What follows belongs to an exercise in optimizing a design on an open flow for small area, a short achievable clock period and few clock cycles per item; a production flow would make more cautious choices. Where RTL was checked, it was by simulation tests only, not by an equivalence proof against the original. Function not checked in runs 2 and 3: the RTL went through the layout flow alone. No activity file was given, so power comes from the tool's default toggle rates.

==> flow/design.v (outline; a module is shown in full before it is edited, if it fits) <==
// module cla: 1489 lines
// module add_seq_ctrl: 65 lines
module add_seq_ctrl
#(
    parameter int unsigned N     = add_seq_pkg::ADDSEQ_N,
    parameter int unsigned WORDS = add_seq_pkg::ADDSEQ_WORDS
) (
    input  logic             clk,
    input  logic             rst,
    input  logic             in_valid,
    output logic             in_ready,
    input  logic [N*WORDS-1:0] a,
    input  logic [N*WORDS-1:0] b,
    input  logic             cin,
    input  logic             sub,
    output logic             out_valid,
    input  logic             out_ready,
    output logic [N*WORDS-1:0] sum,
    output logic             cout
);
  // ...
==> flow/flow/run.sh <==
#!/bin/bash
# The standard layout (standard.sh) with changes to how it is made; the
# constraints (constraint.sdc) are the standard flow's, unchanged. ORFS keeps each tool's
# log in orfs/logs; this script's own output goes to standard.log.
MARGIN=19.5
bash standard.sh finish \
  "BUFFER_PORTS_ARGS=-buffer_cell sky130_fd_sc_hd__buf_1" \
  SETUP_SLACK_MARGIN=$MARGIN \
  PRE_RESIZE_TCL=$PWD/flow/pre_resize.tcl  "ABC_AREA=1" "DONT_USE_CELLS= sky130_fd_sc_hd__probe_p_8 sky130_fd_sc_hd__probec_p_8 sky130_fd_sc_hd__lpflow_bleeder_1 sky130_fd_sc_hd__lpflow_clkbufkapwr_1 sky130_fd_sc_hd__lpflow_clkbufkapwr_16 sky130_fd_sc_hd__lpflow_clkbufkapwr_2 sky130_fd_sc_hd__lpflow_clkbufkapwr_4 sky130_fd_sc_hd__lpflow_clkbufkapwr_8 sky130_fd_sc_hd__lpflow_clkinvkapwr_1 sky130_fd_sc_hd__lpflow_clkinvkapwr_16 sky130_fd_sc_hd__lpflow_clkinvkapwr_2 sky130_fd_sc_hd__lpflow_clkinvkapwr_4 sky130_fd_sc_hd__lpflow_clkinvkapwr_8 sky130_fd_sc_hd__lpflow_decapkapwr_12 sky130_fd_sc_hd__lpflow_decapkapwr_3 sky130_fd_sc_hd__lpflow_decapkapwr_4 sky130_fd_sc_hd__lpflow_decapkapwr_6 sky130_fd_sc_hd__lpflow_decapkapwr_8 sky130_fd_sc_hd__lpflow_inputiso0n_1 sky130_fd_sc_hd__lpflow_inputiso0p_1 sky130_fd_sc_hd__lpflow_inputiso1n_1 sky130_fd_sc_hd__lpflow_inputiso1p_1 sky130_fd_sc_hd__lpflow_inputisolatch_1 sky130_fd_sc_hd__lpflow_isobufsrc_1 sky130_fd_sc_hd__lpflow_isobufsrc_16 sky130_fd_sc_hd__lpflow_isobufsrc_2 sky130_fd_sc_hd__lpflow_isobufsrc_4 sky130_fd_sc_hd__lpflow_isobufsrc_8 sky130_fd_sc_hd__lpflow_isobufsrckapwr_16 sky130_fd_sc_hd__lpflow_lsbuf_lh_hl_isowell_tap_1 sky130_fd_sc_hd__lpflow_lsbuf_lh_hl_isowell_tap_2 sky130_fd_sc_hd__lpflow_lsbuf_lh_hl_isowell_tap_4 sky130_fd_sc_hd__lpflow_lsbuf_lh_isowell_4 sky130_fd_sc_hd__lpflow_lsbuf_lh_isowell_tap_1 sky130_fd_sc_hd__lpflow_lsbuf_lh_isowell_tap_2 sky130_fd_sc_hd__lpflow_lsbuf_lh_isowell_tap_4  sky130_fd_sc_hd__fa_1 sky130_fd_sc_hd__fa_2 sky130_fd_sc_hd__fa_4" "CORE_UTILIZATION=60" "CTS_CLUSTER_SIZE=24" "CTS_CLUSTER_DIAMETER=90" > standard.log 2>&1
==> flow/flow/fanout_tree.tcl <==
# Rebuilds the buffering of a wide input net as a two-level tree placed near
# its loads. Sourced after global placement, before repair_design.
#   build_port_tree PORT LEAF_CELL GROUP
# collects every load reached from PORT's input buffer through plain buffers,
# removes those buffers, splits the loads by location into groups of at most
# GROUP pins, and drives each group from a LEAF_CELL buffer at its centroid.
proc fot_is_buf { inst } {
  set m [[$inst getMaster] getName]
  return [regexp {__(buf|clkbuf)_[0-9]+$} $m]
}
proc fot_collect { net leavesVar bufsVar } {
  upvar $leavesVar leaves
  upvar $bufsVar bufs
  foreach it [$net getITerms] {
    if { [$it getIoType] ne "INPUT" } { continue }
    set inst [$it getInst]
    if { [fot_is_buf $inst] } {
      lappend bufs $inst
      fot_collect [[$inst findITerm X] getNet] leaves bufs
    } else {
      lappend leaves $it
    }
  }
}
proc fot_xy { it } {
  set inst [$it getInst]
  set bb [$inst getBBox]
  return [list [expr {([$bb xMin] + [$bb xMax]) / 2}] [expr {([$bb yMin] + [$bb yMax]) / 2}]]
}
proc build_port_tree { port leaf_cell group } {
  set block [ord::get_db_block]
  set db [ord::get_db]
  set pnet [[$block findBTerm $port] getNet]
  set ibuf ""
  foreach it [$pnet getITerms] { set ibuf [$it getInst] }
  set onet [[$ibuf findITerm X] getNet]
  set leaves {}
  set bufs {}
  fot_collect $onet leaves bufs
  # move every leaf onto the input buffer's net and drop the old buffers
  foreach it $leaves {
    if { [$it getNet] ne $onet } { $it disconnect; $it connect $onet }
  }
  foreach b $bufs {
    set n [[$b findITerm X] getNet]
    odb::dbInst_destroy $b
    if { $n ne "NULL" && [llength [$n getITerms]] == 0 } { odb::dbNet_destroy $n }
  }
  set n [llength $leaves]
  set ngroups [expr {int(ceil(double($n) / $group))}]
  set ncols [expr {max(1, int(round(sqrt($ngroups))))}]
  # sort by x into columns, then by y inside each column, then chunk
  set pts {}
  foreach it $leaves { lappend pts [concat [list $it] [fot_xy $it]] }
  set pts [lsort -integer -index 1 $pts]
  set percol [expr {int(ceil(double($n) / $ncols))}]
  set master [$db findMaster $leaf_cell]
  set k 0
  for { set c 0 } { $c < $n } { incr c $percol } {
    set col [lsort -integer -index 2 [lrange $pts $c [expr {$c + $percol - 1}]]]
    set m [llength $col]
    set per [expr {int(ceil(double($m) / int(ceil(double($m) / $group))))}]
    for { set g 0 } { $g < $m } { incr g $per } {
      set grp [lrange $col $g [expr {$g + $per - 1}]]
      set sx 0; set sy 0
      foreach p $grp { incr sx [lindex $p 1]; incr sy [lindex $p 2] }
      set cx [expr {$sx / [llength $grp]}]
      set cy [expr {$sy / [llength $grp]}]
      set name "fot_${port}_$k"
      set inst [odb::dbInst_create $block $master $name]
      set net [odb::dbNet_create $block "${name}_net"]
      $inst setLocation $cx $cy
      $inst setPlacementStatus PLACED
      [$inst findITerm A] connect $onet
      [$inst findITerm X] connect $net
      foreach p $grp {
        set it [lindex $p 0]
        $it disconnect
        $it connect $net
      }
      incr k
    }
  }
  # power pins of the new buffers
  foreach i [$block getInsts] {
    if { [string match "fot_${port}_*" [$i getName]] } {
      foreach it [$i getITerms] {
        set t [[$it getMTerm] getSigType]
        if { $t eq "POWER" } { $it connect [$block findNet VDD] }
        if { $t eq "GROUND" } { $it connect [$block findNet VSS] }
      }
    }
  }
  puts "build_port_tree $port: $n loads, removed [llength $bufs] buffers, added $k $leaf_cell"
}
==> flow/flow/pre_resize.tcl <==
# Sourced by ORFS after global placement, before repair_design (PRE_RESIZE_TCL).
source [file join [file dirname [info script]] fanout_tree.tcl]
build_port_tree sub sky130_fd_sc_hd__buf_2 8
==> flow/standard.sh <==
#!/bin/bash
# synth_recipe.tcl (not shown) runs the flow's synth.tcl, then flattens the netlist and writes it again
# the make line also repeats each setting of config.mk as NAME=value (left out here)
make -C /OpenROAD-flow-scripts/flow DESIGN_CONFIG=/design/flow/config.mk WORK_HOME=/design/flow/orfs CLKGATE_MAP_FILE= SYNTH_SCRIPT=/design/flow/synth_recipe.tcl "${@:-finish}"
==> flow/config.mk <==
export PLATFORM = sky130hd
export DESIGN_NAME = add_seq_ctrl
export DESIGN_NICKNAME = add_seq_ctrl
export VERILOG_FILES = /design/flow/design.v
export SDC_FILE = /design/flow/constraint.sdc
export NUM_CORES = 4
export LEC_CHECK = 0
export CAP_MARGIN = 20
export CORE_MARGIN = 2
export CORE_UTILIZATION = 40
export SLEW_MARGIN = 20
==> flow/constraint.sdc <==
create_clock -name core_clock -period 28.0 [get_ports {clk}]
set_input_delay 5.6000 -clock core_clock [delete_from_list [all_inputs] [get_ports {clk}]]
set_output_delay 5.6000 -clock core_clock [all_outputs]
set_load 0.01 [all_outputs]
==> reports/results.ini, run 1 <==
[final_layout]
sequential_cell_total = 517
regArea_mm2 = 0.01294
multi_input_area_share_pct = 44.70
dominant-cell-class = multi-input gates
multi_input_cells = 2532
inverters = 322
sh_seq_area_pct = 36.73
layout.nonclk_buf_share_pct = 10.13
fill_cells = 4041

[worst_setup_path]
cp-end-kind = register
cp_slowest_stage_delay_ns = 0.30
r2r_start = skid_valid_q
reg2reg_setup_slack_ns = 24.61

[yosys]
synth_compound_area_share_pct = 6.299
postSynthCellCount = 3455
synth-seq-cells = 517

[sta]
fmax_ghz = 0.1194
hold_slack_ns = 0.4482
fin_worst_skew_ns = 0.02204
setup_tns_ns = 0

[route]
drtAntennaViolNets = 0
dr_wl_met3_um = 7336
viasPerCell = 5.221

[run_status]
outcome = finished clean

[die]
initial_utilization_pct = 60.51
ios = 777

[power]
switching_power_mw = 0.8459

[global_route]
grt_pass1_vias = 23930
grt_max_degree = 180
grt.total_usage_pct = 35.22

[clock_tree]
cts_tree = done

[placement]
dpl_worst_slack_ns = 18.10
dp.cells = 4852

Testbench counts, summed over its fixed seeds: cycles 1,288, items 1,280.
==> module add_seq_ctrl, before the edit <==
module add_seq_ctrl
#(
    parameter int unsigned N     = add_seq_pkg::ADDSEQ_N,
    parameter int unsigned WORDS = add_seq_pkg::ADDSEQ_WORDS
) (
    input  logic             clk,
    input  logic             rst,
    input  logic             in_valid,
    output logic             in_ready,
    input  logic [N*WORDS-1:0] a,
    input  logic [N*WORDS-1:0] b,
    input  logic             cin,
    input  logic             sub,
    output logic             out_valid,
    input  logic             out_ready,
    output logic [N*WORDS-1:0] sum,
    output logic             cout
);
    localparam int unsigned W = N * WORDS;
    logic [W-1:0] b_eff;
    logic         c_eff;
    logic [W-1:0] add_sum;
    logic         add_cout;
    assign b_eff = sub ? ~b : b;
    assign c_eff = sub | cin;
    cla #(.N(W)) u_cla (
        .A    (a),
        .B    (b_eff),
        .Cin  (c_eff),
        .Sum  (add_sum),
        .Cout (add_cout)
    );
    logic         out_valid_q;    
    logic         skid_valid_q;   
    logic         in_ready_q;     
    logic [W:0]   res_q;          
    logic [W:0]   skid_q;
    logic accept, load_out;
    assign accept   = in_valid & in_ready_q;
    assign load_out = ~out_valid_q | out_ready;
    always_ff @(posedge clk or posedge rst) begin
        if (rst) begin
            out_valid_q  <= 1'b0;
            skid_valid_q <= 1'b0;
            in_ready_q   <= 1'b1;
        end else begin
            if (load_out) begin
                out_valid_q  <= skid_valid_q | accept;
                skid_valid_q <= 1'b0;
                in_ready_q   <= 1'b1;
            end else if (accept) begin
                skid_valid_q <= 1'b1;
                in_ready_q   <= 1'b0;
            end
        end
    end
    always_ff @(posedge clk) begin
        if (load_out) res_q <= skid_valid_q ? skid_q : {add_cout, add_sum};
        if (!skid_valid_q) skid_q <= {add_cout, add_sum};
    end
    assign in_ready  = in_ready_q;
    assign out_valid = out_valid_q;
    assign sum       = res_q[W-1:0];
    assign cout      = res_q[W];
endmodule
==> inputs of run 2 (changes only) <==
--- a/flow/design.v
+++ b/flow/design.v
@@ -2,23 +2,24 @@
     localparam int unsigned ADDSEQ_N     = 64;
     localparam int unsigned ADDSEQ_WORDS = 4;
 endpackage
 module cla #(
     parameter int unsigned N = 256
 ) (
     input  logic [N-1:0] A,
     input  logic [N-1:0] B,
+    input  logic         Sub,
     input  logic         Cin,
     output logic [N-1:0] Sum,
     output logic         Cout
 );
     logic [N-1:0] g, p;
-    assign g = A & B;
-    assign p = A ^ B;
+    assign p = A ^ B ^ {N{Sub}};
+    assign g = A & ~p;
     logic LG0_0, LP0_0;
     assign LG0_0 = g[0];
     assign LP0_0 = p[0];
     logic LG0_1, LP0_1;
     assign LG0_1 = g[1] | (p[1] & LG0_0);
     assign LP0_1 = p[1] & LP0_0;
     logic LG0_2, LP0_2;
     assign LG0_2 = g[2] | (p[2] & LG0_1);
@@ -1505,25 +1506,26 @@
     input  logic             cin,
     input  logic             sub,
     output logic             out_valid,
     input  logic             out_ready,
     output logic [N*WORDS-1:0] sum,
     output logic             cout
 );
     localparam int unsigned W = N * WORDS;
-    logic [W-1:0] b_eff;
+    logic         sub_eff;
     logic         c_eff;
     logic [W-1:0] add_sum;
     logic         add_cout;
-    assign b_eff = sub ? ~b : b;
-    assign c_eff = sub | cin;
+    assign sub_eff = sub;
+    assign c_eff   = sub | cin;
     cla #(.N(W)) u_cla (
         .A    (a),
-        .B    (b_eff),
+        .B    (b),
+        .Sub  (sub_eff),
         .Cin  (c_eff),
         .Sum  (add_sum),
         .Cout (add_cout)
     );
     logic         out_valid_q;    
     logic         skid_valid_q;   
     logic         in_ready_q;     
     logic [W:0]   res_q;          
==> flow/flow/pre_resize.tcl (replaced) <==
# Sourced by ORFS after global placement, before repair_design (PRE_RESIZE_TCL).
source [file join [file dirname [info script]] fanout_tree.tcl]
build_port_tree sub sky130_fd_sc_hd__buf_4 16
==> run 2 against run 1 <==
Area after synthesis up 5.8%. Cell count up 15%. Core utilization down 2.3 points. Cell area up 2.1%. Sequential power about the same. Register-to-register slack better by 0.20 ns. First-iteration DRC count up 5.8%. Global-route usage down 0.45 points. Total power up 0.36%. Synthesized cell count up 22%. Die area up 5.7%. Critical endpoint is now res_q[167].
==> reports/results.ini, run 2 <==
[run_status]
outcome = finished clean

[route]
vias = 28909
drtAntennaViolNets = 0  ; unchanged
drt_wl_total_um = 97460
wire_per_inst_um = 17.09
drc = 0
drtPass1Iterations = 5
viasPerCell = 5.069  ; -2.9%
first_iter_violations = 1768

[global_route]
grt.total_usage_pct = 34.76  ; -0.45 points
overflow = 0
grt_pass1_wl_um = 143600
grt_max_degree = 181  ; +0.56%
grt_pass1_vias = 26543  ; +11%
antenna_found_initial = 29

[run]
max_cap_violations = 0

[yosys]
syn_area_per_cell_um2 = 7.382
synthFlopType = edfxtp_1
synth_top_area_share_pct = 24.73
synthesis.area_mm2 = 0.03120
synth-edff-count = 257
postSynth.asyncResetShare_pct = 0.5803
postSynthCellCount = 4227  ; +22%
synth_area_leader_cell = edfxtp_1
ys_seq_area_share_pct = 41.47
synth-seq-cells = 517  ; unchanged
yosysUniqueCellTypes = 56
synth_nets = 4745
synth_common_cells = nand2_1 (1529), inv_1 (487), nand3_1 (306)
yosysWarningCount = 1
synth_most_common_cell = nand2_1
yosys-top-cells-area = edfxtp_1 (25%), nand2_1 (18%), dfxtp_1 (16%)

[sta]
setup_violations = 0
tightest_slew_ns = 1.041
slew_violations = 0
period_share_pct = 29.59
relSlewSlack_pct = 30.57
rsz0062_at_grt = false
fmax_ghz = 0.1207  ; +1.1%
fin_worst_skew_ns = 0.03492  ; +0.01288 ns
period_minus_slack_ns = 8.286
setup_tns_ns = 0  ; unchanged
hold_viol = 0

[worst_setup_path]
crit_fanout = 12
crit_path_frequent_cell = nand2_1
reg2reg_setup_slack_ns = 24.81  ; +0.20 ns
cp-end-kind = register
slowest_stage = buf_6
start_kind = input port
cp_slowest_stage_delay_ns = 0.28  ; -0.02 ns
path_class = input port to register
cp_cell_sequence = buf_6, buf_6, xnor2_1, or2_2, nand2_1, o21ai_1, nand2_1, nand3_1, nand2_1, nand2_1, a21oi_2, nand2_2, nand2_4, nand2_8, nand2_8, nand2_8, nand2_1, nand2_2, nand2_1, nand2_2, nand2_1, nand3_1, nand3_1, nand2_1
required_ns = 28.38
crit_arrival_ns = 8.66

[die]
dieWidth_um = 232.0
ios = 777  ; unchanged
rows = 83
core_area_mm2 = 0.05141
die_h_um = 232.0
dieArea_mm2 = 0.05384
initial_utilization_pct = 60.70  ; +0.19 points

[clock_tree]
clock_latency_ns = 0.62
cts_tree = done
cts.path.max_buffers = 3
path_clk_slew_ns = 0.09
numCtsBuffers = 31
htree_levels = 1
clock-sinks = 517
root_buffer = clkbuf_16

[power]
intPower_mw = 1.523
power_frac_comb_pct = 32.0
pwr-share-seq_pct = 46.3
switching_share_pct = 36.34
clkPwrFrac_pct = 21.7
leakage_nw = 17.05
switching_power_mw = 0.8694  ; +2.8%
vdd_drop_max_uv = 56.77
power_density_mw_per_mm2 = 66.52

[final_layout]
multiInputGateArea_mm2 = 0.01586
reg_top3 = res_q x257, skid_q x257
nets = 5500
fill_cells = 4671  ; +16%
syn2layout_area_growth_pct = 15.26
drive_above_1_share_pct = 7.153
layout_commonest_cell = nand2_1
regArea_mm2 = 0.01294  ; unchanged
layout_common_cells = nand2_1 (1520), buf_1 (775), inv_1 (485)
final_area_mm2 = 0.03596
utilization_pct = 69.96
stdcell_count = 5703

[placement]
dp.cells = 5619  ; +16%
gp_congestion = 0.9487
placed_cell_area_mm2 = 0.03450
port_buffers = 776
dp_hpwl_um = 76130

[worst_hold_path]
hold_class = register to register

-- run 2: path summary, 6_finish.rpt --
kind	start	end	cells after the start
setup / recovery	sub	res_q[167]	24
hold / removal	skid_q[255]	skid_q[255]	2
setup reg to reg	skid_valid_q	res_q[131]	5
hold reg to reg	skid_q[255]	skid_q[255]	2
max in group asynchronous	rst	in_ready_q	2
min in group asynchronous	rst	skid_valid_q	2
-- run 2: per-stage QoR --
step           total power, mW  setup WS (ns)  hold slack [ns]
2_1_floorplan            1.612          18.06           0.4143
3_3_place_gp             1.848          17.67           0.4287
3_5_place_dp             1.865          18.26           0.4340
4_1_cts                  2.380          19.51           0.4536
5_1_grt                  2.527          19.47           0.4644
6_report                 2.392          19.71           0.4525
-- run 2: worst max-delay path, delay by kind of cell --
family | cells | cell delay, ns
AND/OR/NAND/NOR | 19 | 2.07
buffers and inverters | 2 | 0.52
AO/OA/AOI/OAI | 2 | 0.31
XOR/XNOR | 1 | 0.10
-- run 2: kinds of logic after synthesis --
group | after synthesis | synth area share (%)
flip-flops | 517 | 41.47
XOR/XNOR | 403 | 11.96
AO/OA/AOI/OAI | 354 | 6.027
AND/OR/NAND/NOR | 2358 | 32.21
buffers and inverters | 595 | 8.333
-- run 2: timing repair --
action | CTS | global route
hold buffers | 0 | 0
cloned | 1 | 3
setup endpoints to repair | 368 | 299
setup buffers | 0 | 5
pin swaps | 0 | 6
gates resized for setup | 11 | 47
-- run 2: power by group through the flow --
stage | clock (mW) | combinational, mW | sequential [mW]
6_report | 0.519 | 0.765 | 1.11
5_1_grt | 0.549 | 0.855 | 1.12
4_1_cts | 0.523 | 0.751 | 1.11
3_5_place_dp | 0 | 0.744 | 1.12
3_3_place_gp | 0 | 0.731 | 1.12
2_1_floorplan | 0 | 0.458 | 1.15
-- run 2: layout make-up --
class	count	area share, %
Multi-Input combinational cell	3118	44.09
Sequential cell	517	35.99
Timing Repair Buffer	787	8.503
Inverter	506	5.312
Tap cell	680	2.366
Clock buffer	38	2.286
Clock inverter	19	0.6993
Buffer	20	0.6297
Antenna cell	18	0.1252
-- run 2: layer usage --
metal / track usage [%] / part of all wire (%) / vias up
met1: 40.43 / 39 / 12936
met3: 7.711 / 7.4 / 246
met2: 59.83 / 48 / 919
li1: - / - / 14780
met5: 0 / 0.17 / -
met4: 18.39 / 6.1 / 28
==> inputs of run 3 (changes only) <==
--- a/flow/flow/run.sh
+++ b/flow/flow/run.sh
@@ -2,7 +2,7 @@
 # The standard layout (standard.sh) with changes to how it is made; the
 # constraints (constraint.sdc) are the standard flow's, unchanged. ORFS keeps each tool's
 # log in orfs/logs; this script's own output goes to standard.log.
-MARGIN=19.5
+MARGIN=19.3
 bash standard.sh finish \
   "BUFFER_PORTS_ARGS=-buffer_cell sky130_fd_sc_hd__buf_1" \
   SETUP_SLACK_MARGIN=$MARGIN \
==> run 3 against run 2 <==
Maximum frequency shrank 1.1%. Critical path type unchanged. Sequential share of layout area grew 0.14 points. Sequential cell count is the same. Still clean on timing, DRC and antenna. Largest cell class unchanged.
==> reports/results.ini, run 3 <==
[clock_tree]
cts_tree = done
hold_buffers = 0  ; unchanged
clock_latency_ns = 0.62  ; about the same
root_buffer = clkbuf_16
htree_levels = 1  ; unchanged
path_clk_slew_ns = 0.09  ; about the same
clock-sinks = 517  ; unchanged
numCtsBuffers = 31  ; unchanged
cts.path.max_buffers = 3  ; unchanged

[power]
pwr-share-seq_pct = 46.4  ; about the same
power_frac_comb_pct = 31.8  ; -0.2 points
vdd_drop_max_uv = 53.41  ; -5.9%
switching_power_mw = 0.8667  ; -0.31%
clkPwrFrac_pct = 21.7  ; about the same
leakage_nw = 17.02  ; -0.20%
switching_share_pct = 36.29  ; -0.050 points
intPower_mw = 1.521  ; about the same
power_density_mw_per_mm2 = 66.66  ; +0.22%

[final_layout]
nets = 5500  ; unchanged
layout_commonest_cell = nand2_1
drive_above_1_share_pct = 6.873  ; -0.28 points
reg_top3 = res_q x257, skid_q x257
syn2layout_area_growth_pct = 14.82
stdcell_count = 5706  ; +0.053%
layout_common_cells = nand2_1 (1525), buf_1 (775), inv_1 (485)
fill_cells = 4693  ; +0.47%

[run]
max_cap_violations = 0  ; unchanged

[yosys]
postSynth.asyncResetShare_pct = 0.5803  ; unchanged
synth_most_common_cell = nand2_1
synth_area_leader_cell = edfxtp_1
synth-seq-cells = 517  ; unchanged
yosysWarningCount = 1  ; unchanged
synthesis.area_mm2 = 0.03120  ; unchanged
syn_area_per_cell_um2 = 7.382  ; unchanged
synth_nets = 4745  ; unchanged
postSynthCellCount = 4227  ; unchanged
yosysUniqueCellTypes = 56  ; unchanged
synth-edff-count = 257  ; unchanged
synthFlopType = edfxtp_1
yosys-top-cells-area = edfxtp_1 (25%), nand2_1 (18%), dfxtp_1 (16%)
synth_common_cells = nand2_1 (1529), inv_1 (487), nand3_1 (306)
ys_seq_area_share_pct = 41.47  ; unchanged
synth_top_area_share_pct = 24.73  ; unchanged

[sta]
period_share_pct = 29.91  ; +0.32 points
slew_violations = 0  ; unchanged
hold_viol = 0  ; unchanged
period_minus_slack_ns = 8.375  ; +0.08900 ns
setup_violations = 0  ; unchanged
fmax_ghz = 0.1194  ; -1.1%
relSlewSlack_pct = 29.17  ; -1.4 points
fin_worst_skew_ns = 0.03127  ; -0.003647 ns
rsz0062_at_grt = false
tightest_slew_ns = 1.062  ; +0.02098 ns
setup_tns_ns = 0  ; unchanged

[worst_hold_path]
min_path_cells = 2  ; unchanged
hold_path_end = skid_q[255]
hold_class = register to register
worstHoldStart = skid_q[255]

[route]
vias = 28910  ; +0.0035%
first_iter_violations = 1774  ; +0.34%
wire_per_inst_um = 16.99  ; -0.58%
drtAntennaViolNets = 0  ; unchanged
drt_wl_total_um = 96950  ; -0.52%
drtPass1Iterations = 8  ; +3
viasPerCell = 5.067  ; about the same
drc = 0  ; unchanged

[worst_setup_path]
cp_slowest_stage_delay_ns = 0.28  ; about the same
crit_path_frequent_cell = nand2_1
path_class = input port to register
reg2reg_setup_slack_ns = 24.81  ; about the same
required_ns = 28.34  ; -0.04 ns
r2r_cells = 5  ; unchanged
crit_arrival_ns = 8.71  ; +0.05 ns
start_kind = input port
cp_cell_sequence = clkbuf_16, buf_8, xnor2_2, or2_2, nand2_1, nor4_1, nand2_1, nand2_2, nand2_1, nand2_2, nand2_1, nand2_2, nand2_1, nand2_4, nand2_4, nand2_8, buf_4, nand2_2, nand2_2, nand2_1, nand2_1, a21oi_1, o21ai_0, nand2_1
slowest_stage = nor4_1
r2r-end = res_q[131]
crit_fanout = 14  ; +2
cp-end-kind = register
r2r_start = skid_valid_q

[die]
ios = 777  ; unchanged
die_h_um = 232.0  ; unchanged
core_area_mm2 = 0.05141  ; unchanged
dieArea_mm2 = 0.05384  ; unchanged
initial_utilization_pct = 60.70  ; unchanged
rows = 83  ; unchanged
dieWidth_um = 232.0  ; unchanged

[placement]
gp_congestion = 0.9487  ; unchanged
port_buffers = 776  ; unchanged
dp.cells = 5619  ; unchanged
dp_hpwl_um = 76130  ; unchanged

[global_route]
grt_max_degree = 181  ; unchanged
overflow = 0  ; unchanged
grt_pass1_vias = 26547  ; +0.015%
antenna_found_initial = 30  ; +3.4%
grt.total_usage_pct = 34.68  ; -0.086 points
grt_pass1_wl_um = 143300  ; -0.21%

[run_status]
outcome = finished clean

## run 3: cell counts after synthesis
No cell type changed its count.
## run 3: cell type report
| class | instances | area, um^2 | share of cell area [%] |
|---|---|---|---|
| timing repair buffer | 789 | 3073 | 8.578 |
| buffer | 20 | 172.7 | 0.4820 |
| clock buffer | 38 | 822.0 | 2.295 |
| clock inverter | 19 | 251.5 | 0.7020 |
| sequential | 517 | 12940 | 36.13 |
| inverter | 506 | 1911 | 5.333 |
| tap | 680 | 850.8 | 2.375 |
| antenna | 21 | 52.55 | 0.1467 |
| multi-input combinational | 3116 | 15750 | 43.96 |
## run 3: what timing repair did
action / in CTS / in global routing
buffers inserted: 0 / 7
cloned: 0 / 2
pin swaps: 0 / 3
gates resized for setup: 3 / 19
setup endpoints to repair: 262 / 240
hold endpoints to repair: 0 / 0
## run 3: kinds of logic after synthesis
| group | after synthesis | share of synthesized area [%] |
|---|---|---|
| and+or+nand+nor | 2358 | 32.21 |
| DFF | 517 | 41.47 |
| xor gates and xnor gates | 403 | 11.96 |
| buffers and inverters | 595 | 8.333 |
| AOI/OAI and AO/OA | 354 | 6.027 |
## run 3: worst max-delay path: cells and delay by family
family | cells | cell delay, ns
AND/OR/NAND/NOR | 18 | 2.22
XOR/XNOR | 1 | 0.19
AO/OA/AOI/OAI | 2 | 0.19
buffers and inverters | 3 | 0.50
## run 3: worst max path at each step
stage                    from         end  slack, ns
floorplan           out_ready    res_q[0]      18.06
global placement          sub  res_q[198]      17.67
detailed placement        sub  res_q[199]      18.26
CTS                       sub  res_q[198]      19.32
global route              sub   res_q[93]      19.32
finish                    sub  res_q[156]      19.62
## run 3: layer usage
layer | global-route usage (%) | vias up | wire [um] | part of all wire [%]
met5 | 0 | - | 152 | 0.16
li1 | - | 14789 | - | -
met3 | 7.748 | 248 | 7595 | 7.8
met2 | 59.64 | 978 | 45880 | 47
met4 | 18.65 | 28 | 6059 | 6.2
met1 | 40.21 | 12867 | 37260 | 38
## run 3: metrics by stage
step	power, mW	instance area [um^2]	hold slack, ns	setup slack [ns]	utilization (%)
detailed placement	1.865	34500	0.4340	18.26	67.12
global placement	1.848	34400	0.4287	17.67	66.91
finish	2.388	35830	0.4517	19.62	69.69
CTS	2.378	35600	0.4536	19.32	69.25
global route	2.522	35810	0.4644	19.32	69.66
floorplan	1.612	31210	0.4143	18.06	-
## run 3: power groups by stage
stage | clock (mW) | sequential, mW | combinational, mW
finish | 0.519 | 1.11 | 0.761
floorplan | 0 | 1.15 | 0.458
global placement | 0 | 1.12 | 0.731
global route | 0.549 | 1.12 | 0.850
CTS | 0.523 | 1.11 | 0.748
detailed placement | 0 | 1.12 | 0.744

## re-timing with driven ports
The flow's constraints put no driver on any port. The routed layouts listed below were extracted and timed again, unchanged, in two steps.
Step 1 (the two cells are an assumption about what drives the block):
set clk [get_ports {clk}]
set_driving_cell -lib_cell sky130_fd_sc_hd__clkbuf_16 $clk
set_driving_cell -lib_cell sky130_fd_sc_hd__buf_2 [delete_from_list [all_inputs] $clk]
Step 2, shift: input delay + t, output delay - t, t = (earliest + latest rising clock arrival at the registers) / 2. This alone moves slack from input paths to output paths.
Three values: ideal ports, drivers, drivers and shift; two values: the first two.
| run | t, ns | slack for setup (ns) | clock arrival spread, ns | worst register clock-pin slew, ns |
|---|---|---|---|---|
| run 1 | 0.648 | 19.625 / 19.350 / 18.702 | 0.024 / 0.024 | 0.10 / 0.10 |
| run 2 | 0.673 | 19.714 / 19.562 / 18.889 | 0.044 / 0.044 | 0.10 / 0.10 |
| run 3 | 0.672 | 19.625 / 19.459 / 18.787 | 0.041 / 0.042 | 0.10 / 0.10 |
After both steps every run listed still meets setup and hold. The setup slack of run 1, which loses most, moves by -0.275 ns with the drivers and by -0.923 ns with both steps.
